From an optimization exercise on the open Yosys and OpenROAD flow, aimed at small area and a short achievable clock period; shortcuts taken in it are not production practice. In this exercise RTL edits were held to simulation tests only and were not proved equivalent to the original.

Setup of run 1:
// ising_core
module ising_core (
    input  logic        clk,
    input  logic        reset,
    input  logic        wr_en,
    input  logic [31:0] wr_addr,
    input  logic [31:0] wdata,
    input  logic [31:0] rd_addr,
    output logic [31:0] rdata,
    input  logic        run,
    input  logic        spin_load,
    input  logic [15:0] spin_init,
    output logic [15:0] spins
);
export LEC_CHECK = 0
export CAP_MARGIN = 20
export CORE_MARGIN = 2
export CORE_UTILIZATION = 45
export CTS_CLUSTER_DIAMETER = 120
export CTS_CLUSTER_SIZE = 24
export SETUP_SLACK_MARGIN = 2.75
export SLEW_MARGIN = 20
create_clock -name core_clock -period 8.0 [get_ports {clk}]
standard.sh (not shown) runs the stock make flow with config.mk's settings and CLKGATE_MAP_FILE= SYNTH_SCRIPT=/design/flow/synth_recipe.tcl, a recipe that flattens the netlist after the stock synthesis.
==> flow/flow/run.sh <==
#!/bin/bash
# The standard synthesis, then an inverter clean-up of the netlist around the
# full adders (flow/polar.py), checked against the synthesized netlist by random
# simulation (flow/nsim.py; on any difference the clean-up is dropped), then
# the standard layout from that netlist.
set -euo pipefail
R=orfs/results/$FLOW_PLATFORM/ising_core/base
bash standard.sh synth > synth.log 2>&1
cp $R/1_2_yosys.v synth_netlist.v
cp synth_netlist.v polar_netlist.v
python3 flow/polar.py polar_netlist.v > polar.log 2>&1
if python3 flow/nsim.py synth_netlist.v polar_netlist.v > nsim.log 2>&1 && grep -q " 0 differ, 0 missing" nsim.log; then
  cp polar_netlist.v $R/1_2_yosys.v
  rm -f $R/1_synth.odb $R/1_synth.sdc
fi
bash standard.sh finish > finish.log 2>&1
Other scripts of this flow, unchanged in this note and not shown: flow/flow/nsim.py, flow/flow/polar.py
Both conditions hold for run 1: the flow ran to the end and the final layout passed the timing, design-rule and antenna checks.
> inputs changed (run 1 -> run 2)
# run 1
export LEC_CHECK = 0
export CAP_MARGIN = 20
export CORE_MARGIN = 2
export CORE_UTILIZATION = 45
export CTS_CLUSTER_DIAMETER = 120
export CTS_CLUSTER_SIZE = 24
export SETUP_SLACK_MARGIN = 2.75
export SLEW_MARGIN = 20
create_clock -name core_clock -period 8.0 [get_ports {clk}]
# run 2
export LEC_CHECK = 0
export CAP_MARGIN = 20
export CORE_MARGIN = 2
export CORE_UTILIZATION = 35
export CTS_CLUSTER_DIAMETER = 120
export CTS_CLUSTER_SIZE = 24
export SETUP_SLACK_MARGIN = 3.25
export SLEW_MARGIN = 20
create_clock -name core_clock -period 8.0 [get_ports {clk}]
Results
In run 2 relative to run 1, final HPWL from detailed placement had gone up by a few percent. On run 2: wire length per cell is 7.3% lower than what run 1 gave. Worst setup path startpoint: w_7_12[1] -> run 2, rd_addr[14] -> run 1. | clock network contribution to total cell area | run 2 vs run 1 | ≈ equal |. For the worst-case setup margin in the final layout, run 2 came in 0.27 ns higher than run 1 did. Between run 1 and run 2, final cycle utilization of the critical path decreased. [run 2 vs run 1] design area: higher in run 2. Comparing run 2 and run 1, the higher fraction of cell area in non-clock buffers is on run 2. Compared with run 1, in run 2 final core area utilization went down by 9.7 points; floorplan die height increased 13%.
Here is what was changed in the inputs of run 3 compared with run 2.
# run 2
export LEC_CHECK = 0
export CAP_MARGIN = 20
export CORE_MARGIN = 2
export CORE_UTILIZATION = 35
export CTS_CLUSTER_DIAMETER = 120
export CTS_CLUSTER_SIZE = 24
export SETUP_SLACK_MARGIN = 3.25
export SLEW_MARGIN = 20
create_clock -name core_clock -period 8.0 [get_ports {clk}]
# run 3
export LEC_CHECK = 0
export CAP_MARGIN = 20
export CORE_MARGIN = 2
export CORE_UTILIZATION = 40
export CTS_CLUSTER_DIAMETER = 120
export CTS_CLUSTER_SIZE = 24
export SETUP_SLACK_MARGIN = 3.0
export SLEW_MARGIN = 20
create_clock -name core_clock -period 8.0 [get_ports {clk}]
[summary]
- rdata_q[2] as the critical path capture point was reported by run 3, and spins[7] by run 2.
- | number of well-tap cells placed | lower: run 3 |
- The layout filler cell count in run 3 is 0.852 times that in run 2.
- Compare run 2 and run 3 | proportion of final cell area spent on non-clock buffers lower: run 3
- A kind of critical path of input port to register is what run 3 shows, while register to register belongs to run 2.
Inputs modified between run 3 and run 4:
# run 3
export LEC_CHECK = 0
export CAP_MARGIN = 20
export CORE_MARGIN = 2
export CORE_UTILIZATION = 40
export CTS_CLUSTER_DIAMETER = 120
export CTS_CLUSTER_SIZE = 24
export SETUP_SLACK_MARGIN = 3.0
export SLEW_MARGIN = 20
create_clock -name core_clock -period 8.0 [get_ports {clk}]
# run 4
export LEC_CHECK = 0
export CAP_MARGIN = 20
export CORE_MARGIN = 2
export CORE_UTILIZATION = 45
export CTS_CLUSTER_DIAMETER = 120
export CTS_CLUSTER_SIZE = 24
export SETUP_SLACK_MARGIN = 3.0
export SLEW_MARGIN = 20
create_clock -name core_clock -period 8.0 [get_ports {clk}]
==> notes.md <==
Taking run 3 as the reference point, the number of clock buffer instances in the layout of run 4 falls by 3.4%. From run 3 to run 4 the numbers moved as follows: total number of cells along the worst setup path went up by 4; final cell count without fillers now sits lower. ~same cell area in run 4 and run 3. Compared to run 3, run 4 has number of placed instances with taps included 243 lower. Run 4 against run 3; number of vias after detailed routing is up slightly. Diff run 4 and run 3: maximum frequency higher in run 3.
--- input diff run 4..run 5 ---
# run 4
export LEC_CHECK = 0
export CAP_MARGIN = 20
export CORE_MARGIN = 2
export CORE_UTILIZATION = 45
export CTS_CLUSTER_DIAMETER = 120
export CTS_CLUSTER_SIZE = 24
export SETUP_SLACK_MARGIN = 3.0
export SLEW_MARGIN = 20
create_clock -name core_clock -period 8.0 [get_ports {clk}]
# run 5
export LEC_CHECK = 0
export CAP_MARGIN = 20
export CORE_MARGIN = 2
export CORE_UTILIZATION = 50
export CTS_CLUSTER_DIAMETER = 120
export CTS_CLUSTER_SIZE = 24
export SETUP_SLACK_MARGIN = 3.0
export SLEW_MARGIN = 20
create_clock -name core_clock -period 8.0 [get_ports {clk}]
Results
Higher utilization among run 5 and run 4: run 5
Slew at the pin closest to its max-slew limit was lower in the run labelled run 5.
Compared with run 4, in run 5 count of nets after finishing saw a decrease; logic depth of the worst path, buffers included saw a decrease.
Run 4 ended up with spins[15] as its end point of the critical path; run 5 ended up with rdata_q[3].

separate check: timing with driven ports:
No port has a modelled driver above. Below, the same layouts with a new extraction and two added sets of constraints. Step 1 assumes that a clkbuf_16 drives the clock port and a buf_2 every other input. Step 2 also shifts input and output timing later by t, the mid clock arrival at the registers, as if the neighbouring blocks saw the same clock. Slacks: ideal / step 1 / step 2; pairs: ideal / step 1.
| run | t, ns | setup slack, ns | worst setup path after step 2 |
|---|---|---|---|
| run 1 | 0.732 | 2.573 / 2.625 / 1.893 | input to register |
| run 2 | 0.746 | 2.844 / 2.844 / 2.619 | input to register |
| run 3 | 0.761 | 2.864 / 2.898 / 2.171 | input to register |
| run 4 | 0.746 | 2.780 / 2.780 / 2.182 | input to register |
| run 5 | 0.742 | 2.638 / 2.697 / 1.955 | input to register |
After both steps setup and hold are still met in every run listed. For run 3, which loses most, drivers alone change the setup slack by +0.034 ns; drivers and shift together by -0.693 ns.
